Background: an optimization exercise with open tools, aiming at small area, a short achievable clock period and few clock cycles per item. Do not read the settings as production practice.
Only simulation tests tie the RTL to the original design; equivalence was not proved.
No activity file was given, so power comes from the tool's default toggle rates.

**design/flow/config.mk**
```make
export PLATFORM = sky130hd
export DESIGN_NAME = angle_slew_limiter_unit
export DESIGN_NICKNAME = angle_slew_limiter_unit
export VERILOG_FILES = /design/flow/design.v
export SDC_FILE = /design/flow/constraint.sdc
export NUM_CORES = 4
export LEC_CHECK = 0
export CAP_MARGIN = 20
export CORE_MARGIN = 2
export CORE_UTILIZATION = 40
export SLEW_MARGIN = 20
```
**design/flow/constraint.sdc**
```tcl
create_clock -name core_clock -period 7.5 [get_ports {clk}]
set_input_delay 1.5000 -clock core_clock [delete_from_list [all_inputs] [get_ports {clk}]]
set_output_delay 1.5000 -clock core_clock [all_outputs]
set_load 0.01 [all_outputs]
```
**design/flow/design.v**
```verilog
`timescale 1ns / 1ps
package asl_pkg;
    localparam int VEC_WIDTH    = 16;
    localparam int ANGLE_WIDTH  = 16;
    localparam int CORDIC_ITERS = 16;
    localparam int STAMP_W      = 32;
    localparam int RATE_W       = 32;
    localparam int OUT_ANGLE_W  = 16;
    localparam int CW      = VEC_WIDTH + 3;
    localparam int ZW      = 32;
    localparam int ITER_W  = $clog2(CORDIC_ITERS);
    localparam logic [ZW-1:0] Z_HALF  = {1'b1, {(ZW-1){1'b0}}};
    localparam logic [ZW-1:0] Z_ROUND = ZW'(1) << (ZW - 1 - ANGLE_WIDTH);
    localparam int LIM_SHIFT = 16;
    localparam int CNT_W     = $clog2(STAMP_W);
    localparam int ACC_W     = (ANGLE_WIDTH + LIM_SHIFT + 1 > RATE_W) ?
                               ANGLE_WIDTH + LIM_SHIFT + 2 : RATE_W + 2;
    localparam logic [ANGLE_WIDTH-1:0] HALF_TURN = {1'b1, {(ANGLE_WIDTH-1){1'b0}}};
    localparam logic [ACC_W-1:0] SAT_LIM =
        (ACC_W'(HALF_TURN) + ACC_W'(1)) << LIM_SHIFT;
    typedef enum logic [2:0] {
        ST_IDLE,
        ST_TGT_GO,
        ST_TGT_RUN,
        ST_SRC_RUN,
        ST_APPLY
    } asl_state_t;
    typedef struct packed {
        logic                        start;
        logic signed [VEC_WIDTH-1:0] x;
        logic signed [VEC_WIDTH-1:0] y;
    } cordic_cmd_t;
    typedef struct packed {
        logic                   done;
        logic [ANGLE_WIDTH-1:0] angle;
    } cordic_stat_t;
    typedef struct packed {
        logic              start;
        logic [RATE_W-1:0] rate;
        logic [STAMP_W-1:0] dt;
    } mul_cmd_t;
    typedef struct packed {
        logic                   busy;
        logic [ANGLE_WIDTH-1:0] lim;
    } mul_stat_t;
    function automatic logic [ZW-1:0] atan_entry(input logic [4:0] idx);
        case (idx)
            5'd0:    atan_entry = 32'd536870912;
            5'd1:    atan_entry = 32'd316933406;
            5'd2:    atan_entry = 32'd167458907;
            5'd3:    atan_entry = 32'd85004756;
            5'd4:    atan_entry = 32'd42667331;
            5'd5:    atan_entry = 32'd21354465;
            5'd6:    atan_entry = 32'd10679838;
            5'd7:    atan_entry = 32'd5340245;
            5'd8:    atan_entry = 32'd2670163;
            5'd9:    atan_entry = 32'd1335087;
            5'd10:   atan_entry = 32'd667544;
            5'd11:   atan_entry = 32'd333772;
            5'd12:   atan_entry = 32'd166886;
            5'd13:   atan_entry = 32'd83443;
            5'd14:   atan_entry = 32'd41722;
            5'd15:   atan_entry = 32'd20861;
            5'd16:   atan_entry = 32'd10430;
            5'd17:   atan_entry = 32'd5215;
            5'd18:   atan_entry = 32'd2608;
            5'd19:   atan_entry = 32'd1304;
            5'd20:   atan_entry = 32'd652;
            5'd21:   atan_entry = 32'd326;
            5'd22:   atan_entry = 32'd163;
            5'd23:   atan_entry = 32'd81;
            default: atan_entry = '0;
        endcase
    endfunction
endpackage
`timescale 1ns / 1ps
module asl_cordic
(
    input  logic                  clk,
    input  logic                  rst_n,
    input  asl_pkg::cordic_cmd_t  cmd,
    output asl_pkg::cordic_stat_t stat
);
    logic signed [asl_pkg::CW-1:0] x_reg, x_next;
    logic signed [asl_pkg::CW-1:0] y_reg, y_next;
    logic [asl_pkg::ZW-1:0]        z_reg, z_next;
    logic [asl_pkg::ITER_W-1:0]    iter_reg, iter_next;
    logic                          busy_reg, busy_next;
    logic                          done_reg, done_next;
    logic signed [asl_pkg::CW-1:0] xe, ye, xs, ys;
    logic                          y_pos;
    logic [asl_pkg::ZW-1:0]        tab, z_rnd;
    always_comb
    begin
        xe    = asl_pkg::CW'(cmd.x);
        ye    = asl_pkg::CW'(cmd.y);
        xs    = x_reg >>> iter_reg;
        ys    = y_reg >>> iter_reg;
        y_pos = !y_reg[asl_pkg::CW-1] && (y_reg != '0);
        tab   = asl_pkg::atan_entry(5'(iter_reg));
        x_next    = x_reg;
        y_next    = y_reg;
        z_next    = z_reg;
        iter_next = iter_reg;
        busy_next = busy_reg;
        done_next = 1'b0;
        if (cmd.start)
        begin
            if (xe[asl_pkg::CW-1])
            begin
                x_next = -xe;
                y_next = -ye;
                z_next = asl_pkg::Z_HALF;
            end
            else
            begin
                x_next = xe;
                y_next = ye;
                z_next = '0;
            end
            iter_next = '0;
            busy_next = 1'b1;
        end
        else if (busy_reg)
        begin
            if (y_pos)
            begin
                x_next = x_reg + ys;
                y_next = y_reg - xs;
                z_next = z_reg + tab;
            end
            else
            begin
                x_next = x_reg - ys;
                y_next = y_reg + xs;
                z_next = z_reg - tab;
            end
            iter_next = iter_reg + 1'b1;
            if (iter_reg == asl_pkg::ITER_W'(asl_pkg::CORDIC_ITERS - 1))
            begin
                busy_next = 1'b0;
                done_next = 1'b1;
            end
        end
    end
    always_ff @(posedge clk or negedge rst_n)
    begin
        if (!rst_n)
        begin
            busy_reg <= 1'b0;
            done_reg <= 1'b0;
            iter_reg <= '0;
        end
        else
        begin
            busy_reg <= busy_next;
            done_reg <= done_next;
            iter_reg <= iter_next;
        end
    end
    always_ff @(posedge clk)
    begin
        x_reg <= x_next;
        y_reg <= y_next;
        z_reg <= z_next;
    end
    assign z_rnd      = z_reg + asl_pkg::Z_ROUND;
    assign stat.angle = z_rnd[asl_pkg::ZW-1 -: asl_pkg::ANGLE_WIDTH];
    assign stat.done  = done_reg;
endmodule
`timescale 1ns / 1ps
module asl_slew_mul
(
    input  logic               clk,
    input  logic               rst_n,
    input  asl_pkg::mul_cmd_t  cmd,
    output asl_pkg::mul_stat_t stat
);
    logic [asl_pkg::RATE_W-1:0]  rate_reg, rate_next;
    logic [asl_pkg::STAMP_W-1:0] dt_reg, dt_next;
    logic [asl_pkg::ACC_W-1:0]   acc_reg, acc_next;
    logic [asl_pkg::CNT_W-1:0]   cnt_reg, cnt_next;
    logic                        sat_reg, sat_next;
    logic                        busy_reg, busy_next;
    logic [asl_pkg::ACC_W-1:0]   acc_sum;
    always_comb
    begin
        acc_sum = {acc_reg[asl_pkg::ACC_W-2:0], 1'b0} +
                  (dt_reg[asl_pkg::STAMP_W-1] ? asl_pkg::ACC_W'(rate_reg) : '0);
        rate_next = rate_reg;
        dt_next   = dt_reg;
        acc_next  = acc_reg;
        cnt_next  = cnt_reg;
        sat_next  = sat_reg;
        busy_next = busy_reg;
        if (cmd.start)
        begin
            rate_next = cmd.rate;
            dt_next   = cmd.dt;
            acc_next  = '0;
            cnt_next  = '0;
            sat_next  = 1'b0;
            busy_next = 1'b1;
        end
        else if (busy_reg)
        begin
            dt_next  = {dt_reg[asl_pkg::STAMP_W-2:0], 1'b0};
            cnt_next = cnt_reg + 1'b1;
            if (!sat_reg)
            begin
                if (acc_sum >= asl_pkg::SAT_LIM)
                    sat_next = 1'b1;
                else
                    acc_next = acc_sum;
            end
            if (cnt_reg == asl_pkg::CNT_W'(asl_pkg::STAMP_W - 1))
                busy_next = 1'b0;
        end
    end
    always_ff @(posedge clk or negedge rst_n)
    begin
        if (!rst_n)
        begin
            busy_reg <= 1'b0;
            sat_reg  <= 1'b0;
            cnt_reg  <= '0;
        end
        else
        begin
            busy_reg <= busy_next;
            sat_reg  <= sat_next;
            cnt_reg  <= cnt_next;
        end
    end
    always_ff @(posedge clk)
    begin
        rate_reg <= rate_next;
        dt_reg   <= dt_next;
        acc_reg  <= acc_next;
    end
    assign stat.busy = busy_reg;
    assign stat.lim  = sat_reg ? asl_pkg::HALF_TURN :
                       acc_reg[asl_pkg::LIM_SHIFT +: asl_pkg::ANGLE_WIDTH];
endmodule
`timescale 1ns / 1ps
module angle_slew_limiter_unit
(
    input  logic                                   clk,
    input  logic                                   rst_n,
    input  logic                                   cfg_valid,
    output logic                                   cfg_ready,
    input  logic [asl_pkg::RATE_W-1:0]             cfg_max_rate,
    input  logic                                   frame_valid,
    output logic                                   frame_ready,
    input  logic signed [asl_pkg::VEC_WIDTH-1:0]   frame_tgt_x,
    input  logic signed [asl_pkg::VEC_WIDTH-1:0]   frame_tgt_y,
    input  logic signed [asl_pkg::VEC_WIDTH-1:0]   frame_src_x,
    input  logic signed [asl_pkg::VEC_WIDTH-1:0]   frame_src_y,
    input  logic [asl_pkg::STAMP_W-1:0]            frame_stamp_us,
    output logic                                   result_valid,
    input  logic                                   result_ready,
    output logic signed [asl_pkg::OUT_ANGLE_W-1:0] result_angle,
    output logic                                   result_was_limited,
    output logic                                   result_was_held
);
    asl_pkg::asl_state_t state_reg, state_next;
    logic signed [asl_pkg::VEC_WIDTH-1:0] tx_reg, tx_next;
    logic signed [asl_pkg::VEC_WIDTH-1:0] ty_reg, ty_next;
    logic signed [asl_pkg::VEC_WIDTH-1:0] sx_reg, sx_next;
    logic signed [asl_pkg::VEC_WIDTH-1:0] sy_reg, sy_next;
    logic [asl_pkg::STAMP_W-1:0]          stamp_reg, stamp_next;
    logic                                 held_reg, held_next;
    logic [asl_pkg::ANGLE_WIDTH-1:0] ang_t_reg, ang_t_next;
    logic [asl_pkg::ANGLE_WIDTH-1:0] desired_reg, desired_next;
    logic [asl_pkg::ANGLE_WIDTH-1:0] cur_angle_reg, cur_angle_next;
    logic [asl_pkg::STAMP_W-1:0]     last_stamp_reg, last_stamp_next;
    logic [asl_pkg::RATE_W-1:0]      max_rate_reg;
    logic                                  out_valid_reg, out_valid_next;
    logic signed [asl_pkg::OUT_ANGLE_W-1:0] out_angle_reg, out_angle_next;
    logic                                  out_lim_reg, out_lim_next;
    logic                                  out_held_reg, out_held_next;
    asl_pkg::cordic_cmd_t  cor_cmd;
    asl_pkg::cordic_stat_t cor_stat;
    asl_pkg::mul_cmd_t     mul_cmd;
    asl_pkg::mul_stat_t    mul_stat;
    logic                                  frame_acc;
    logic [asl_pkg::ANGLE_WIDTH-1:0]       delta, step, new_angle;
    logic signed [asl_pkg::ANGLE_WIDTH:0]  delta_x, lim_x, lim_sum;
    logic                                  over_pos, over_neg, limiting;
    logic                                  apply_go;
    asl_cordic u_cordic
    (
        .clk   (clk),
        .rst_n (rst_n),
        .cmd   (cor_cmd),
        .stat  (cor_stat)
    );
    asl_slew_mul u_mul
    (
        .clk   (clk),
        .rst_n (rst_n),
        .cmd   (mul_cmd),
        .stat  (mul_stat)
    );
    assign cfg_ready = 1'b1;
    always_ff @(posedge clk or negedge rst_n)
    begin
        if (!rst_n)
            max_rate_reg <= '0;
        else if (cfg_valid)
            max_rate_reg <= cfg_max_rate;
    end
    assign frame_ready = (state_reg == asl_pkg::ST_IDLE);
    assign frame_acc   = frame_valid && frame_ready;
    assign mul_cmd.start = frame_acc;
    assign mul_cmd.rate  = max_rate_reg;
    assign mul_cmd.dt    = frame_stamp_us - last_stamp_reg;
    always_comb
    begin
        delta     = desired_reg - cur_angle_reg;
        delta_x   = {delta[asl_pkg::ANGLE_WIDTH-1], delta};
        lim_x     = {1'b0, mul_stat.lim};
        lim_sum   = delta_x + lim_x;
        over_pos  = delta_x > lim_x;
        over_neg  = lim_sum[asl_pkg::ANGLE_WIDTH];
        limiting  = (max_rate_reg != '0);
        if (over_pos)
            step = mul_stat.lim;
        else if (over_neg)
            step = '0 - mul_stat.lim;
        else
            step = delta;
        new_angle = limiting ? (cur_angle_reg + step) : desired_reg;
    end
    assign apply_go = !mul_stat.busy && (!out_valid_reg || result_ready);
    always_comb
    begin
        state_next      = state_reg;
        tx_next         = tx_reg;
        ty_next         = ty_reg;
        sx_next         = sx_reg;
        sy_next         = sy_reg;
        stamp_next      = stamp_reg;
        held_next       = held_reg;
        ang_t_next      = ang_t_reg;
        desired_next    = desired_reg;
        cur_angle_next  = cur_angle_reg;
        last_stamp_next = last_stamp_reg;
        out_valid_next  = out_valid_reg && !result_ready;
        out_angle_next  = out_angle_reg;
        out_lim_next    = out_lim_reg;
        out_held_next   = out_held_reg;
        cor_cmd.start = 1'b0;
        cor_cmd.x     = tx_reg;
        cor_cmd.y     = ty_reg;
        case (state_reg)
            asl_pkg::ST_IDLE:
            begin
                if (frame_acc)
                begin
                    tx_next    = frame_tgt_x;
                    ty_next    = frame_tgt_y;
                    sx_next    = frame_src_x;
                    sy_next    = frame_src_y;
                    stamp_next = frame_stamp_us;
                    held_next  = ((frame_tgt_x == '0) && (frame_tgt_y == '0)) ||
                                 ((frame_src_x == '0) && (frame_src_y == '0));
                    state_next = asl_pkg::ST_TGT_GO;
                end
            end
            asl_pkg::ST_TGT_GO:
            begin
                cor_cmd.start = 1'b1;
                state_next    = asl_pkg::ST_TGT_RUN;
            end
            asl_pkg::ST_TGT_RUN:
            begin
                if (cor_stat.done)
                begin
                    ang_t_next    = cor_stat.angle;
                    cor_cmd.start = 1'b1;
                    cor_cmd.x     = sx_reg;
                    cor_cmd.y     = sy_reg;
                    state_next    = asl_pkg::ST_SRC_RUN;
                end
            end
            asl_pkg::ST_SRC_RUN:
            begin
                if (cor_stat.done)
                begin
                    desired_next = held_reg ? cur_angle_reg : (ang_t_reg - cor_stat.angle);
                    state_next   = asl_pkg::ST_APPLY;
                end
            end
            asl_pkg::ST_APPLY:
            begin
                if (apply_go)
                begin
                    cur_angle_next  = new_angle;
                    last_stamp_next = stamp_reg;
                    out_valid_next  = 1'b1;
                    out_angle_next  = asl_pkg::OUT_ANGLE_W'(signed'(new_angle));
                    out_lim_next    = limiting && (over_pos || over_neg);
                    out_held_next   = held_reg;
                    state_next      = asl_pkg::ST_IDLE;
                end
            end
            default:
            begin
                state_next = asl_pkg::ST_IDLE;
            end
        endcase
    end
    always_ff @(posedge clk or negedge rst_n)
    begin
        if (!rst_n)
        begin
            state_reg      <= asl_pkg::ST_IDLE;
            cur_angle_reg  <= '0;
            last_stamp_reg <= '0;
            out_valid_reg  <= 1'b0;
        end
        else
        begin
            state_reg      <= state_next;
            cur_angle_reg  <= cur_angle_next;
            last_stamp_reg <= last_stamp_next;
            out_valid_reg  <= out_valid_next;
        end
    end
    always_ff @(posedge clk)
    begin
        tx_reg        <= tx_next;
        ty_reg        <= ty_next;
        sx_reg        <= sx_next;
        sy_reg        <= sy_next;
        stamp_reg     <= stamp_next;
        held_reg      <= held_next;
        ang_t_reg     <= ang_t_next;
        desired_reg   <= desired_next;
        out_angle_reg <= out_angle_next;
        out_lim_reg   <= out_lim_next;
        out_held_reg  <= out_held_next;
    end
    assign result_valid       = out_valid_reg;
    assign result_angle       = out_angle_reg;
    assign result_was_limited = out_lim_reg;
    assign result_was_held    = out_held_reg;
endmodule
```
**design/flow/run.sh**
```bash
#!/bin/bash
# synth_recipe.tcl (not shown) runs the flow's synth.tcl, then flattens the netlist and writes it again
# the make line also repeats each setting of config.mk as NAME=value (left out here)
make -C /OpenROAD-flow-scripts/flow DESIGN_CONFIG=/design/flow/config.mk WORK_HOME=/design/flow/orfs CLKGATE_MAP_FILE= SYNTH_SCRIPT=/design/flow/synth_recipe.tcl finish
```
==> results.ini <==
[status]
status = no timing/DRC/antenna violations

[timing]
tns_ns = 0
min_period_ns = 7.07
clock-skew-final_ns = 0.0335
max_slew.worst_pin.slew_ns = 0.949
setup_violations = 0
drv_slew = 0
max_freq_mhz = 141
worst_hold_slack_ns = 0.454
finalHoldViolations = 0
relSlewSlack = 0.363
post-route-period-util = 0.943

[place]
gp_congestion = 0.933
placed_cells = 4147
place_hpwl_um = 56300
io_buffers = 152

[synthesis]
synth-seq-cells = 411
synth_top_family_by_area = compound AO/OA/AOI/OAI gates
yosys.area_share.simple = 0.160
synth_compound_area_frac = 0.162
synth-edff-count = 281
synth_fa_ha_area_frac = 0.102
seq_area_frac_synth = 0.390
synth_nets = 3474
synth_xor_xnor_area_share = 0.0746
synth-main-ff-cell = edfxtp_1
synthMuxAreaShare = 0.0738
syn_area_um2 = 29500
synth_cell_types = 97
postSynth.asyncResetShare = 0.236
ys_warn_count = 3
syn_inst = 3106
avgSynthCellArea_um2 = 9.50

[floorplanning]
io_pins = 154
fp.coreArea_um2 = 73000
num_rows = 99
initial_utilization = 0.405
die-area_um2 = 76000
die_w_um = 276
die_h_um = 276

[drt]
drc = 0
drtAntennaViolNets = 0
dr.pass1.iters = 5
via_count = 23200
wl_per_cell_um = 17.8
viasPerCell = 5.46
drt_wl_total_um = 75600
first_iter_violations = 1607

[clock_tree]
clkTransAtPathRegs_ns = 0.06
cts-htree-levels = 2
clkLatencyLatePin_ns = 0.62
cts_root_buffer = clkbuf_16
cts_sinks = 411
cts_buffers = 50
cts_tree = yes
clock_path_buffers = 3
cts_hold_buf = 0

[global_routing]
track_usage = 0.199
grt_max_degree = 99
grt_pass1_wl_um = 122000
antenna_found_initial = 4
grt_pass1_vias = 22300
grt-ovfl-total = 0

[worst_setup_path]
startpoint_type = flop
cp-end-kind = flop
crit_fanout = 4
required_ns = 8.00
slowest_stage = fa_1
criticalPathCategory = reg -> reg
cpPeakStageDelay_ns = 0.39
cp.arrival_ns = 7.57
reg2reg_depth = 38

[cells_and_area]
final_cell_mix = nand2_1, edfxtp_1, o21ai_0
nNetsFinal = 3612
utilization = 0.467
layout-drive-gt1-share = 0.0928
layout.cells.non_filler = 4245
largest_reg_flops = 33
final_common_cell = nand2_1
diodes = 0
syn_to_final_growth_pct = 15.5

[power]
irDropWorstVdd_uv = 291
p_total_mw = 17.3
power.density_nw_per_um2 = 507
p_leak_nw = 13.7

[job]
max-cap-violations = 0

[hold_path]
hold_class = reg -> reg
min_path_cells = 2

==> worst max-delay path: cells and delay by family, from the launching register on <==
| kind | cells | cell delay (ns) |
|---|---|---|
| compound gates | 21 | 3.52 |
| fa+ha+maj | 5 | 1.48 |
| simple gates | 6 | 0.79 |
| mux | 2 | 0.53 |
| flops | 1 | 0.38 |
| xor+xnor | 2 | 0.17 |
| buf+inv | 2 | 0.12 |
==> power breakdown <==
| group | total [mW] | internal [mW] | switching, mW |
|---|---|---|---|
| clock | 2.54 | 1.49 | 1.05 |
| sequential | 4.00 | 3.53 | 0.470 |
| combinational | 10.8 | 4.74 | 6.01 |
==> path summary, 6_finish.rpt <==
path / startpoint / end / slack, ns
setup / recovery: desired_reg[0] / cur_angle_reg[14] / 0.43
hold / removal: stamp_reg[30] / last_stamp_reg[30] / 0.45
setup reg to reg: desired_reg[0] / cur_angle_reg[14] / 0.43
hold reg to reg: stamp_reg[30] / last_stamp_reg[30] / 0.45
max in group asynchronous: rst_n / u_cordic.iter_reg[2] / 5.30
min in group asynchronous: rst_n / last_stamp_reg[20] / 0.92
==> per-stage QoR <==
step	setup slack [ns]	instance area [µm²]
5_1_grt	-0.0699	34100
3_3_place_gp	0.0146	32200
3_5_place_dp	-0.177	32200
6_report	0.427	34100
4_1_cts	0.00408	34000
2_1_floorplan	0.437	29500
==> area by class of cell <==
class | count | area [µm²]
clock buffer | 62 | 1380
clock inverter | 32 | 358
fill | 6923 | 38900
inverter | 150 | 568
multi-input combinational | 2416 | 17000
sequential | 411 | 11500
tap | 959 | 1200
timing repair buffer | 215 | 2030
==> metal layers <==
layer  global-route usage  routed length [µm]  vias to the layer above
li1                     -                   -                    11600
met1                0.277               35600                    11100
met2                0.330               35500                      417
met3               0.0266                3110                       90
met4               0.0417                1310                        6
met5                    0                  40                        -
==> logic make-up after synthesis <==
logic type	count (synthesis)
and+or+nand+nor	990
AOI/OAI and AO/OA	777
DFF	411
buffers and inverters	279
xor gates and xnor gates	250
adders and majority gates	235
muxes	163
other	1
==> synth_stat cells (25+ instances only) <==
library cell  count  area share
and2_1           47       0.010
o21a_1           25      0.0064
mux2_2           58       0.022
o21bai_1         28      0.0071
nand2b_1         61       0.013
nand4_1          29      0.0061
and3_1           27      0.0057
a21o_1           64       0.016
nor2_1          235       0.030
nand3_1          59       0.010
dfrtp_1          97       0.082
nor3_1           60       0.010
edfxtp_1        281        0.29
nor2b_1          27      0.0057
xor2_1           96       0.028
inv_1           145       0.018
dfxtp_1          33       0.022
mux4_2           38       0.029
o21ai_0         256       0.043
a21oi_1         215       0.036
or3_1            35      0.0074
ha_1            227       0.096
nor4_1           35      0.0074
clkbuf_1         85       0.011
xnor2_1         153       0.045
nand2_1         327       0.042
mux2i_1          67       0.023
==> what timing repair did <==
item	CTS	global route
setup endpoints to repair	5	16
pin swaps	0	13
setup buffers	0	3
resized for setup	3	24
Testbench counts, summed over its fixed seeds: cycles 75,840, items 2,048.

[separate check: timing with driven ports]
The results above use ideal ports. As a check the final layout listed here was re-extracted and re-timed, cells and wires unchanged. Step 1: set_driving_cell puts a clkbuf_16 on clk and a buf_2 on each other input, an assumption about the parent block. Step 2 adds t to the input delays and takes it off the output delays; t is the mean of the earliest and latest rising clock arrival at the registers after step 1. Input paths then give back, and output paths get back, about the clock's delay inside the block. Slacks: ideal ports / drivers / drivers and shift; pairs: ideal ports / drivers.
shift t [ns]: 0.665
slack for setup (ns): 0.427 / 0.427 / 0.427
hold slack, ns: 0.454 / 0.454 / 0.454
cell pins on the clock port's net: 1
After both steps setup and hold are still met in this run. The setup slack of this run moves by 0.000 ns with the drivers and by 0.000 ns with both steps.
